This design comes from an exercise in tuning for small area and a short achievable clock period on the open sky130 flow, not from production work. In this exercise RTL edits were held to simulation tests only and were not proved equivalent to the original. Power and IR drop assume default switching activity.

==> design/flow/config.mk <==
export PLATFORM = sky130hd
export DESIGN_NAME = bombGameTop
export DESIGN_NICKNAME = bombGameTop
export VERILOG_FILES = /design/flow/design.v
export SDC_FILE = /design/flow/constraint.sdc
export NUM_CORES = 4
export LEC_CHECK = 0
export CAP_MARGIN = 20
export CORE_MARGIN = 2
export CORE_UTILIZATION = 40
export SLEW_MARGIN = 20
==> design/flow/constraint.sdc <==
create_clock -name core_clock -period 14.0 [get_ports {DIV_CLK}]
set_input_delay 2.8000 -clock core_clock [delete_from_list [all_inputs] [get_ports {DIV_CLK}]]
set_output_delay 2.8000 -clock core_clock [all_outputs]
set_load 0.01 [all_outputs]
==> design/flow/design.v <==
`default_nettype none
package bombPkg;
	typedef logic [10-1:0] coordT;
	function automatic logic inRange(input coordT v, input coordT lo, input coordT hi);
		inRange = (v >= lo) && (v <= hi);
	endfunction
	function automatic logic inOpen(input coordT v, input coordT lo, input coordT hi);
		inOpen = (v > lo) && (v < hi);
	endfunction
endpackage
`default_nettype wire
`default_nettype none
module joystickDecoder (
	input logic [9:0] stickX,
	input logic [9:0] stickY,
	output logic up,
	output logic down,
	output logic left,
	output logic right
);
	logic xCentred;
	logic yCentred;
	assign xCentred = (stickX >= 10'd300) && (stickX <= 10'd700);
	assign yCentred = (stickY >= 10'd300) && (stickY <= 10'd700);
	assign up = (stickY > 10'd700) && xCentred;
	assign down = (stickY < 10'd300) && xCentred;
	assign left = (stickX < 10'd300) && yCentred;
	assign right = (stickX > 10'd700) && yCentred;
endmodule
`default_nettype wire
`default_nettype none
module bombFuse (
	input logic DIV_CLK,
	input logic reset,
	input logic gameTick,
	input logic dropBomb,
	input logic [9:0] posX,
	input logic [8:0] posY,
	input logic [9:0] pixelX,
	input logic [9:0] pixelY,
	output logic bombHit,
	output logic blastHit
);
	logic [6:0] count;
	logic [9:0] bombX;
	logic [8:0] bombY;
	logic [9:0] by;
	logic idle;
	logic fuse;
	logic blast;
	assign idle = (count == 7'd0);
	assign blast = count[6] && count[5] && (count[4:0] != 5'd0);
	assign fuse = !idle && !blast;
	always_ff @(posedge DIV_CLK or posedge reset)
	begin
		if (reset)
			count <= 7'd0;
		else if (gameTick)
		begin
			if (idle)
				count <= dropBomb ? 7'd96 : 7'd0;
			else if (count == 7'd1)
				count <= 7'd96 + 7'd24;
			else if (count == 7'd96 + 7'd1)
				count <= 7'd0;
			else
				count <= count - 7'd1;
		end
	end
	always_ff @(posedge DIV_CLK)
	begin
		if (gameTick && idle && dropBomb)
		begin
			bombX <= posX;
			bombY <= posY;
		end
	end
	assign by = {1'b0, bombY};
	logic [10:0] dx;
	logic [10:0] dy;
	logic nearX;
	logic nearY;
	logic disc;
	assign dx = {1'b0, pixelX} - {1'b0, bombX};
	assign dy = {1'b0, pixelY} - {1'b0, by};
	assign nearX = (dx[10:4] == 7'h00) || (dx[10:4] == 7'h7f);
	assign nearY = (dy[10:4] == 7'h00) || (dy[10:4] == 7'h7f);
	function automatic logic [3:0] halfWidth(input logic [3:0] a);
		case (a)
			4'd0, 4'd1, 4'd2, 4'd3, 4'd4, 4'd5: halfWidth = 4'd14;
			4'd6, 4'd7: halfWidth = 4'd13;
			4'd8: halfWidth = 4'd12;
			4'd9, 4'd10: halfWidth = 4'd11;
			4'd11: halfWidth = 4'd10;
			4'd12: halfWidth = 4'd8;
			4'd13: halfWidth = 4'd7;
			4'd14: halfWidth = 4'd5;
			default: halfWidth = 4'd0;
		endcase
	endfunction
	function automatic logic [4:0] mag(input logic [4:0] v);
		mag = v[4] ? 5'd0 - v : v;
	endfunction
	logic [4:0] adx;
	logic [4:0] ady;
	assign adx = mag(dx[4:0]);
	assign ady = mag(dy[4:0]);
	assign disc = nearX && nearY && !adx[4] && !ady[4] && (ady[3:0] != 4'd15)
		&& (adx[3:0] <= halfWidth(ady[3:0]));
	assign bombHit = fuse && !count[3] && disc;
	logic [4:0] rowOn;
	logic [4:0] colOn;
	assign rowOn[0] = bombPkg::inRange(by, 10'd6, 10'd58);
	assign rowOn[1] = bombPkg::inRange(by, 10'd110, 10'd162);
	assign rowOn[2] = bombPkg::inRange(by, 10'd214, 10'd266);
	assign rowOn[3] = bombPkg::inRange(by, 10'd318, 10'd370);
	assign rowOn[4] = bombPkg::inRange(by, 10'd422, 10'd474);
	assign colOn[0] = bombPkg::inRange(bombX, 10'd5, 10'd75);
	assign colOn[1] = bombPkg::inRange(bombX, 10'd145, 10'd215);
	assign colOn[2] = bombPkg::inRange(bombX, 10'd285, 10'd355);
	assign colOn[3] = bombPkg::inRange(bombX, 10'd425, 10'd495);
	assign colOn[4] = bombPkg::inRange(bombX, 10'd565, 10'd635);
	logic [4:0] rowPix;
	logic [4:0] colPix;
	logic rowSpan;
	logic colSpan;
	assign rowPix[0] = bombPkg::inRange(pixelY, 10'd10, 10'd54);
	assign rowPix[1] = bombPkg::inRange(pixelY, 10'd114, 10'd158);
	assign rowPix[2] = bombPkg::inRange(pixelY, 10'd218, 10'd262);
	assign rowPix[3] = bombPkg::inRange(pixelY, 10'd322, 10'd366);
	assign rowPix[4] = bombPkg::inRange(pixelY, 10'd426, 10'd470);
	assign colPix[0] = bombPkg::inRange(pixelX, 10'd9, 10'd69);
	assign colPix[1] = bombPkg::inRange(pixelX, 10'd149, 10'd211);
	assign colPix[2] = bombPkg::inRange(pixelX, 10'd289, 10'd351);
	assign colPix[3] = bombPkg::inRange(pixelX, 10'd429, 10'd491);
	assign colPix[4] = bombPkg::inRange(pixelX, 10'd569, 10'd631);
	assign rowSpan = bombPkg::inRange(pixelX, 10'd9, 10'd631);
	assign colSpan = bombPkg::inRange(pixelY, 10'd6, 10'd474);
	assign blastHit = blast
		&& ((rowSpan && |(rowOn & rowPix)) || (colSpan && |(colOn & colPix)));
endmodule
`default_nettype wire
`default_nettype none
module playerUnit #(
	parameter int playerIndex = 0
) (
	input logic DIV_CLK,
	input logic reset,
	input logic gameTick,
	input logic up,
	input logic down,
	input logic left,
	input logic right,
	input logic dropBomb,
	input logic [9:0] pixelX,
	input logic [9:0] pixelY,
	output logic avatarHit,
	output logic bombHit,
	output logic blastHit
);
	localparam logic [9:0] START_X = (playerIndex == 0) ? 10'd10 : 10'd600;
	localparam logic [8:0] START_Y = (playerIndex == 0) ? 9'(10'd10) : 9'(10'd450);
	logic [9:0] posX;
	logic [8:0] posY;
	logic [9:0] py;
	assign py = {1'b0, posY};
	logic colAny;
	logic rowAny;
	assign colAny = bombPkg::inOpen(posX, 10'd55, 10'd165)
		|| bombPkg::inOpen(posX, 10'd195, 10'd305)
		|| bombPkg::inOpen(posX, 10'd335, 10'd445)
		|| bombPkg::inOpen(posX, 10'd475, 10'd585);
	assign rowAny = bombPkg::inOpen(py, 10'd38, 10'd130)
		|| bombPkg::inOpen(py, 10'd142, 10'd234)
		|| bombPkg::inOpen(py, 10'd246, 10'd338)
		|| bombPkg::inOpen(py, 10'd350, 10'd442);
	logic [3:0] rowUp;
	logic [3:0] rowDown;
	logic [3:0] colLeft;
	logic [3:0] colRight;
	assign rowUp[0] = bombPkg::inOpen(py, 10'd38 + 10'd3, 10'd130 + 10'd3);
	assign rowUp[1] = bombPkg::inOpen(py, 10'd142 + 10'd3, 10'd234 + 10'd3);
	assign rowUp[2] = bombPkg::inOpen(py, 10'd246 + 10'd3, 10'd338 + 10'd3);
	assign rowUp[3] = bombPkg::inOpen(py, 10'd350 + 10'd3, 10'd442 + 10'd3);
	assign rowDown[0] = bombPkg::inOpen(py, 10'd38 - 10'd3, 10'd130 - 10'd3);
	assign rowDown[1] = bombPkg::inOpen(py, 10'd142 - 10'd3, 10'd234 - 10'd3);
	assign rowDown[2] = bombPkg::inOpen(py, 10'd246 - 10'd3, 10'd338 - 10'd3);
	assign rowDown[3] = bombPkg::inOpen(py, 10'd350 - 10'd3, 10'd442 - 10'd3);
	assign colLeft[0] = bombPkg::inOpen(posX, 10'd55 + 10'd3, 10'd165 + 10'd3);
	assign colLeft[1] = bombPkg::inOpen(posX, 10'd195 + 10'd3, 10'd305 + 10'd3);
	assign colLeft[2] = bombPkg::inOpen(posX, 10'd335 + 10'd3, 10'd445 + 10'd3);
	assign colLeft[3] = bombPkg::inOpen(posX, 10'd475 + 10'd3, 10'd585 + 10'd3);
	assign colRight[0] = bombPkg::inOpen(posX, 10'd55 - 10'd3, 10'd165 - 10'd3);
	assign colRight[1] = bombPkg::inOpen(posX, 10'd195 - 10'd3, 10'd305 - 10'd3);
	assign colRight[2] = bombPkg::inOpen(posX, 10'd335 - 10'd3, 10'd445 - 10'd3);
	assign colRight[3] = bombPkg::inOpen(posX, 10'd475 - 10'd3, 10'd585 - 10'd3);
	logic [8:0] candUp;
	logic [8:0] candDown;
	logic [9:0] candLeft;
	logic [9:0] candRight;
	always_comb
	begin
		candUp = posY - 9'd3;
		if (colAny)
		begin
			if (rowUp[0]) candUp = 9'(10'd131);
			if (rowUp[1]) candUp = 9'(10'd235);
			if (rowUp[2]) candUp = 9'(10'd339);
			if (rowUp[3]) candUp = 9'(10'd443);
		end
		candDown = posY + 9'd3;
		if (colAny)
		begin
			if (rowDown[0]) candDown = 9'(10'd37);
			if (rowDown[1]) candDown = 9'(10'd141);
			if (rowDown[2]) candDown = 9'(10'd245);
			if (rowDown[3]) candDown = 9'(10'd349);
		end
		candLeft = posX - 10'd3;
		if (rowAny)
		begin
			if (colLeft[0]) candLeft = 10'd166;
			if (colLeft[1]) candLeft = 10'd306;
			if (colLeft[2]) candLeft = 10'd446;
			if (colLeft[3]) candLeft = 10'd586;
		end
		candRight = posX + 10'd3;
		if (rowAny)
		begin
			if (colRight[0]) candRight = 10'd54;
			if (colRight[1]) candRight = 10'd194;
			if (colRight[2]) candRight = 10'd334;
			if (colRight[3]) candRight = 10'd474;
		end
	end
	logic xLow;
	logic xHigh;
	logic yLow;
	logic yHigh;
	logic outOfArena;
	logic [9:0] holdX;
	logic [8:0] holdY;
	assign xLow = posX < 10'd26;
	assign xHigh = posX > 10'd614;
	assign yLow = py < 10'd27;
	assign yHigh = py > 10'd453;
	assign outOfArena = xLow || xHigh || yLow || yHigh;
	assign holdX = xLow ? 10'd26 : xHigh ? 10'd614 : posX;
	assign holdY = yLow ? 9'(10'd27) : yHigh ? 9'(10'd453) : posY;
	logic [9:0] nextX;
	logic [8:0] nextY;
	assign nextX = (left && !outOfArena) ? candLeft
		: (right && !outOfArena) ? candRight : holdX;
	assign nextY = (up && !outOfArena) ? candUp
		: (down && !outOfArena) ? candDown : holdY;
	always_ff @(posedge DIV_CLK or posedge reset)
	begin
		if (reset)
		begin
			posX <= START_X;
			posY <= START_Y;
		end
		else if (gameTick)
		begin
			posX <= nextX;
			posY <= nextY;
		end
	end
	logic [10:0] ax;
	logic [10:0] ay;
	logic axIn;
	logic ayIn;
	logic noWrap;
	assign ax = {1'b0, pixelX} - {1'b0, posX};
	assign ay = {1'b0, pixelY} - {2'b0, posY};
	assign axIn = (ax[10:5] == 6'h00 && ax[4:0] <= 5'd20) || (ax[10:5] == 6'h3f && ax[4:0] >= 5'd12);
	assign ayIn = (ay[10:5] == 6'h00 && ay[4:0] <= 5'd20) || (ay[10:5] == 6'h3f && ay[4:0] >= 5'd12);
	assign noWrap = (posX >= 10'd20) && (py >= 10'd20);
	assign avatarHit = noWrap && axIn && ayIn;
	bombFuse bombFuse_i (
		.DIV_CLK(DIV_CLK),
		.reset(reset),
		.gameTick(gameTick),
		.dropBomb(dropBomb),
		.posX(posX),
		.posY(posY),
		.pixelX(pixelX),
		.pixelY(pixelY),
		.bombHit(bombHit),
		.blastHit(blastHit)
	);
endmodule
`default_nettype wire
`default_nettype none
module pixelMixer (
	input logic DIV_CLK,
	input logic reset,
	input logic [9:0] pixelX,
	input logic [9:0] pixelY,
	input logic pixelActive,
	input logic avatar0,
	input logic bomb0,
	input logic blast0,
	input logic avatar1,
	input logic bomb1,
	input logic blast1,
	output logic vgaR,
	output logic vgaG,
	output logic vgaB
);
	logic wall;
	logic blockCol;
	logic blockRow;
	logic red;
	logic green;
	logic blue;
	assign wall = (pixelX <= 10'd5) || (pixelX >= 10'd640 - 10'd5)
		|| (pixelY <= 10'd6) || (pixelY >= 10'd480 - 10'd6);
	assign blockCol = bombPkg::inRange(pixelX, 10'd75, 10'd145)
		|| bombPkg::inRange(pixelX, 10'd215, 10'd285)
		|| bombPkg::inRange(pixelX, 10'd355, 10'd425)
		|| bombPkg::inRange(pixelX, 10'd495, 10'd565);
	assign blockRow = bombPkg::inRange(pixelY, 10'd58, 10'd110)
		|| bombPkg::inRange(pixelY, 10'd162, 10'd214)
		|| bombPkg::inRange(pixelY, 10'd266, 10'd318)
		|| bombPkg::inRange(pixelY, 10'd370, 10'd422);
	assign red = avatar0 || avatar1 || bomb0 || blast0;
	assign green = avatar1 || wall || (blockCol && blockRow);
	assign blue = bomb0 || blast0 || bomb1 || blast1;
	always_ff @(posedge DIV_CLK or posedge reset)
	begin
		if (reset)
		begin
			vgaR <= 1'b0;
			vgaG <= 1'b0;
			vgaB <= 1'b0;
		end
		else
		begin
			vgaR <= red && pixelActive;
			vgaG <= green && pixelActive;
			vgaB <= blue && pixelActive;
		end
	end
endmodule
`default_nettype wire
`default_nettype none
module bombGameTop (
	input logic DIV_CLK,
	input logic reset,
	input logic gameTick,
	input logic [9:0] stick0X,
	input logic [9:0] stick0Y,
	input logic bomb0,
	input logic [9:0] stick1X,
	input logic [9:0] stick1Y,
	input logic bomb1,
	input logic [9:0] pixelX,
	input logic [9:0] pixelY,
	input logic pixelActive,
	output logic vgaR,
	output logic vgaG,
	output logic vgaB
);
	logic up0, down0, left0, right0;
	logic up1, down1, left1, right1;
	logic avatar0, bombHit0, blastHit0;
	logic avatar1, bombHit1, blastHit1;
	joystickDecoder joystickDecoder0_i (
		.stickX(stick0X),
		.stickY(stick0Y),
		.up(up0),
		.down(down0),
		.left(left0),
		.right(right0)
	);
	joystickDecoder joystickDecoder1_i (
		.stickX(stick1X),
		.stickY(stick1Y),
		.up(up1),
		.down(down1),
		.left(left1),
		.right(right1)
	);
	playerUnit #(
		.playerIndex(0)
	) playerUnit0_i (
		.DIV_CLK(DIV_CLK),
		.reset(reset),
		.gameTick(gameTick),
		.up(up0),
		.down(down0),
		.left(left0),
		.right(right0),
		.dropBomb(bomb0),
		.pixelX(pixelX),
		.pixelY(pixelY),
		.avatarHit(avatar0),
		.bombHit(bombHit0),
		.blastHit(blastHit0)
	);
	playerUnit #(
		.playerIndex(1)
	) playerUnit1_i (
		.DIV_CLK(DIV_CLK),
		.reset(reset),
		.gameTick(gameTick),
		.up(up1),
		.down(down1),
		.left(left1),
		.right(right1),
		.dropBomb(bomb1),
		.pixelX(pixelX),
		.pixelY(pixelY),
		.avatarHit(avatar1),
		.bombHit(bombHit1),
		.blastHit(blastHit1)
	);
	pixelMixer pixelMixer_i (
		.DIV_CLK(DIV_CLK),
		.reset(reset),
		.pixelX(pixelX),
		.pixelY(pixelY),
		.pixelActive(pixelActive),
		.avatar0(avatar0),
		.bomb0(bombHit0),
		.blast0(blastHit0),
		.avatar1(avatar1),
		.bomb1(bombHit1),
		.blast1(blastHit1),
		.vgaR(vgaR),
		.vgaG(vgaG),
		.vgaB(vgaB)
	);
endmodule
`default_nettype wire
==> design/flow/run.sh <==
#!/bin/bash
# synth_recipe.tcl (not shown) runs the flow's synth.tcl, then flattens the netlist and writes it again
# the make line also repeats each setting of config.mk as NAME=value (left out here)
make -C /OpenROAD-flow-scripts/flow DESIGN_CONFIG=/design/flow/config.mk WORK_HOME=/design/flow/orfs CLKGATE_MAP_FILE= SYNTH_SCRIPT=/design/flow/synth_recipe.tcl finish
==> impl_results.md <==
* Status: complete, no violations
* Antenna fix cells at 0
* Final setup vio count at 0
* Top Metal Used: met4
* Synth Flop Type: dfrtp_1
* Max-cap violations at 0
* Final Skew at 0.0111 ns
* WP data required at 14.28 ns
* Largest net degree at the start of global routing at 56
* Die Ht at 194 um
* Vias in the first global route at 14400
* Delay-heaviest family, CP: compound AO/OA/AOI/OAI gates
* # Post-CTS Setup Buffers at 0
* Drt drc at 0
* Hold Violations, Final at 0
* Fmax at 132 MHz
* Row count at 69
* First-pass GRT wire length at 76700 um
* Gr ovfl total at 0
* Clk latency of the worst-skew pair at 0.36 ns
* Routability congestion estimate at 0.977
* Routed wire per std cell at 19.5 um
* Clock tree buffer depth at 2
* DIE WIDTH at 194 um
* Starting DRC count in detailed routing at 2014
* Synthesized area per cell at 7.24 um2
* Routed Antenna Nets at 0
* DR vias at 15600
* IO buf count at 68
* DR pass1 iterations at 20
* Synth warn at 4
* RSZ-0062 raised after global routing: no
* Cell-by-cell trace of the critical path: clkdlybuf4s50_1 -> inv_1 -> ha_1 -> inv_1 -> fa_1 -> a211oi_1 -> nor2_1 -> xnor2_1 -> mux2i_1 -> inv_1 -> ha_1 -> mux2_2 -> nor2_1 -> ha_1 -> o21ai_0 -> nand2b_1 -> a21oi_1 -> a41oi_1 -> or4_1 -> a41oi_1 -> a41oi_1 -> o2111ai_1
* Hpwl dp at 36300 um
* Fin Setup TNS at 0 ns
* Relative slew margins at 31.8%
* Critical Path Max Stage Delay at 0.49 ns
* Min Tclk post-route at 7.58 ns
* Critical path capture point type: flop
* WS Path Type: in2reg
* Synth Instances at 2004
* Min-Delay Path Class: reg2reg
* Met3 wire len at 4280 um
* Post-synth EDFFs at 38
* CTS Root Cell: clkbuf_16
* Total Wirelength at 47900 um
* Max IR drop VDD at 0.0904 mV
* Worst Max-Slew Pin Slew at 1.02 ns
* Placeable Area at 35700 um2
* Cell area power density at 146 nW/um2
* Metal-1 WL at 21500 um
* Area growth syn-to-layout at 8.37%
* Slew Viols, Final at 0
* Nets at 2173
* CTS Buf Count at 9
* Pwr Total at 2.29 mW
* Crit Path Max Fanout at 7
* Total track usage at 24.8%
* CTS tree: yes
* Distinct cells, synth at 97
* Boundary pin count at 69
* Resized Gates After CTS at 0
* Clock transition at path regs at 0.08 ns
* Sequential area share after synthesis at 17.5%
* Pleak at 5.91 nW
* Worst Hold Margin at 0.541 ns
* Crit path buf inv count at 4
* Die Area at 37800 um2
* Seq cells post-synth at 93
* Crit path DAT at 7.86 ns
* Period utilisation layout at 54.1%
* Asr flop ratio synth at 59.1%
* Vias/cell at 6.35
* Clock sink count at 93
* Synth Net Count at 2187
* Initial Utilization at 40.7%
* Share of cells above drive strength 1 at 5.21%
* H-Tree Depth at 3
* Wire length on met2 at 20800 um
* Initial antenna violation count at 0
* Mapped Area at 14500 um2
* Crit-path slowest cell: clkdlybuf4s50_1
* Hold buffers post-CTS at 0
* Startpoint Class: input port
## worst paths after layout
check                                                  start  slack [ns]                                 to  depth (start not counted)
max reg2reg                playerUnit0_i.bombFuse_i.bombY[0]        9.31                  pixelMixer_i.vgaB                         20
min                        playerUnit0_i.bombFuse_i.count[4]        0.54  playerUnit0_i.bombFuse_i.count[4]                          1
max in group asynchronous                              reset       10.50              playerUnit0_i.posY[6]                          3
max                                                pixelY[0]        6.42                  pixelMixer_i.vgaB                         22
min reg2reg                playerUnit0_i.bombFuse_i.count[4]        0.54  playerUnit0_i.bombFuse_i.count[4]                          1
min in group asynchronous                              reset        2.97  playerUnit1_i.bombFuse_i.count[2]                          3
## metal layers
| metal | vias up | track usage, % |
|---|---|---|
| met5 | - | 0 |
| met2 | 771 | 38.6 |
| met3 | 87 | 4.41 |
| met1 | 7263 | 34.4 |
| met4 | 0 | 8.69 |
| li1 | 7485 | - |
## state kept, by name (all words and copies together), names as in the netlist
register / count
playerUnit0_i.bombFuse_i.bombX: 10
playerUnit0_i.posX: 10
playerUnit1_i.bombFuse_i.bombX: 10
playerUnit1_i.posX: 10
playerUnit0_i.bombFuse_i.bombY: 9
playerUnit0_i.posY: 9
playerUnit1_i.bombFuse_i.bombY: 9
playerUnit1_i.posY: 9
playerUnit0_i.bombFuse_i.count: 7
playerUnit1_i.bombFuse_i.count: 7
pixelMixer_i.vgaB: 1
pixelMixer_i.vgaG: 1
pixelMixer_i.vgaR: 1
## metrics by stage
step / cells / instance area [um2] / setup WS, ns / utilization [%]
final: 2456 / 15700 / 6.42 / 44.1
after floorplan: 2004 / 14500 / 7.16 / -
after CTS: 2456 / 15700 / 6.44 / 44.1
after detailed placement: 2440 / 15400 / 6.07 / 43.3
after global placement: 2440 / 15400 / 6.21 / 43.3
after global routing: 2456 / 15700 / 5.93 / 44.1
## worst reg2reg max path, stage by stage, from the launching register on
cell       delay (ns)
edfxtp_1         0.39
ha_1             0.18
inv_1            0.05
fa_1             0.40
a211oi_1         0.33
nor2_1           0.10
xnor2_1          0.43
mux2i_1          0.41
inv_1            0.12
ha_1             0.28
mux2_2           0.26
nor2_1           0.09
ha_1             0.25
o21ai_0          0.08
nand2b_1         0.07
a21oi_1          0.16
a41oi_1          0.05
or4_1            0.42
a41oi_1          0.18
a41oi_1          0.16
o2111ai_1        0.20
## cell usage after synthesis (23+ instances only)
| master | number | share of area [%] |
|---|---|---|
| clkbuf_1 | 71 | 1.8 |
| o21a_1 | 28 | 1.4 |
| nand2b_1 | 25 | 1.1 |
| a211oi_1 | 28 | 1.4 |
| nand2_1 | 157 | 4.1 |
| ha_1 | 109 | 9.4 |
| nand4_1 | 42 | 1.8 |
| nor2b_1 | 34 | 1.5 |
| buf_2 | 23 | 0.79 |
| xnor2_1 | 90 | 5.4 |
| nor2_1 | 195 | 5.0 |
| a31oi_1 | 49 | 2.1 |
| o21ai_0 | 166 | 5.7 |
| nor3_1 | 70 | 2.4 |
| dfrtp_1 | 43 | 7.4 |
| a21oi_1 | 152 | 5.2 |
| nand3_1 | 70 | 2.4 |
| a21o_1 | 29 | 1.5 |
| edfxtp_1 | 38 | 7.9 |
| inv_1 | 111 | 2.9 |
| o211ai_1 | 31 | 1.6 |
## power by group
group	internal, mW	leakage (nW)	switching (mW)
logic	0.567	4.80	0.899
clock network	0.134	0.142	0.121
registers	0.358	0.970	0.210
total	1.06	5.91	1.23
## cells in the final DEF, fill, tap and decap left out, types with 31 or more instances in the layout
master           count
a21oi_1            152
a31oi_1             49
clkdlybuf4s50_1     68
dfrtp_1             43
edfxtp_1            38
ha_1               109
inv_1              110
nand2_1            157
nand3_1             70
nand4_1             42
nor2_1             195
nor2b_1             34
nor3_1              70
o211ai_1            31
o21ai_0            166
xnor2_1             90
## kinds of logic (layout without fill, tap and decap cells)
group | after synthesis | after routing | synth area share, %
adder cells (fa/ha/maj) | 117 | 117 | 10.5
XOR/XNOR | 110 | 110 | 6.64
buffers and inverters | 225 | 216 | 6.05
AO/OA/AOI/OAI | 699 | 699 | 32.1
AND/OR/NAND/NOR | 741 | 741 | 25.8
multiplexers | 19 | 19 | 1.41
flip-flops | 93 | 93 | 17.5
## cell type report
cell class / count / area [um2]
Timing Repair Buffer: 79 / 763
Inverter: 121 / 454
Tap cell: 461 / 577
Clock inverter: 5 / 42.5
Sequential cell: 93 / 2530
Clock buffer: 11 / 254
Fill cell: 3609 / 19900
Multi-Input combinational cell: 1686 / 11100

==> what the ideal ports hide <==
In the flow no input, the clock included, has a driving cell. The finished layout below was timed again as built, in two steps. Step 1: set_driving_cell puts a clkbuf_16 on DIV_CLK and a buf_2 on each other input, an assumption about the parent block. Step 2 moves the port delays by t, midway between the first and last clock arrival at a register: inputs arrive t later, outputs are due t later. That takes back most of the time a late clock gives input paths. a / b / c = no drivers / after step 1 / after step 2; a / b = the first two.
t, ns: 0.400
setup slack, ns: 6.421 / 6.436 / 6.036
hold slack, ns: 0.541 / 0.541 / 0.541
worst data-port slew with drivers (ns): 0.05
After both steps this run still meets setup and hold. For this run, drivers alone change the setup slack by +0.015 ns; drivers and shift together by -0.385 ns.
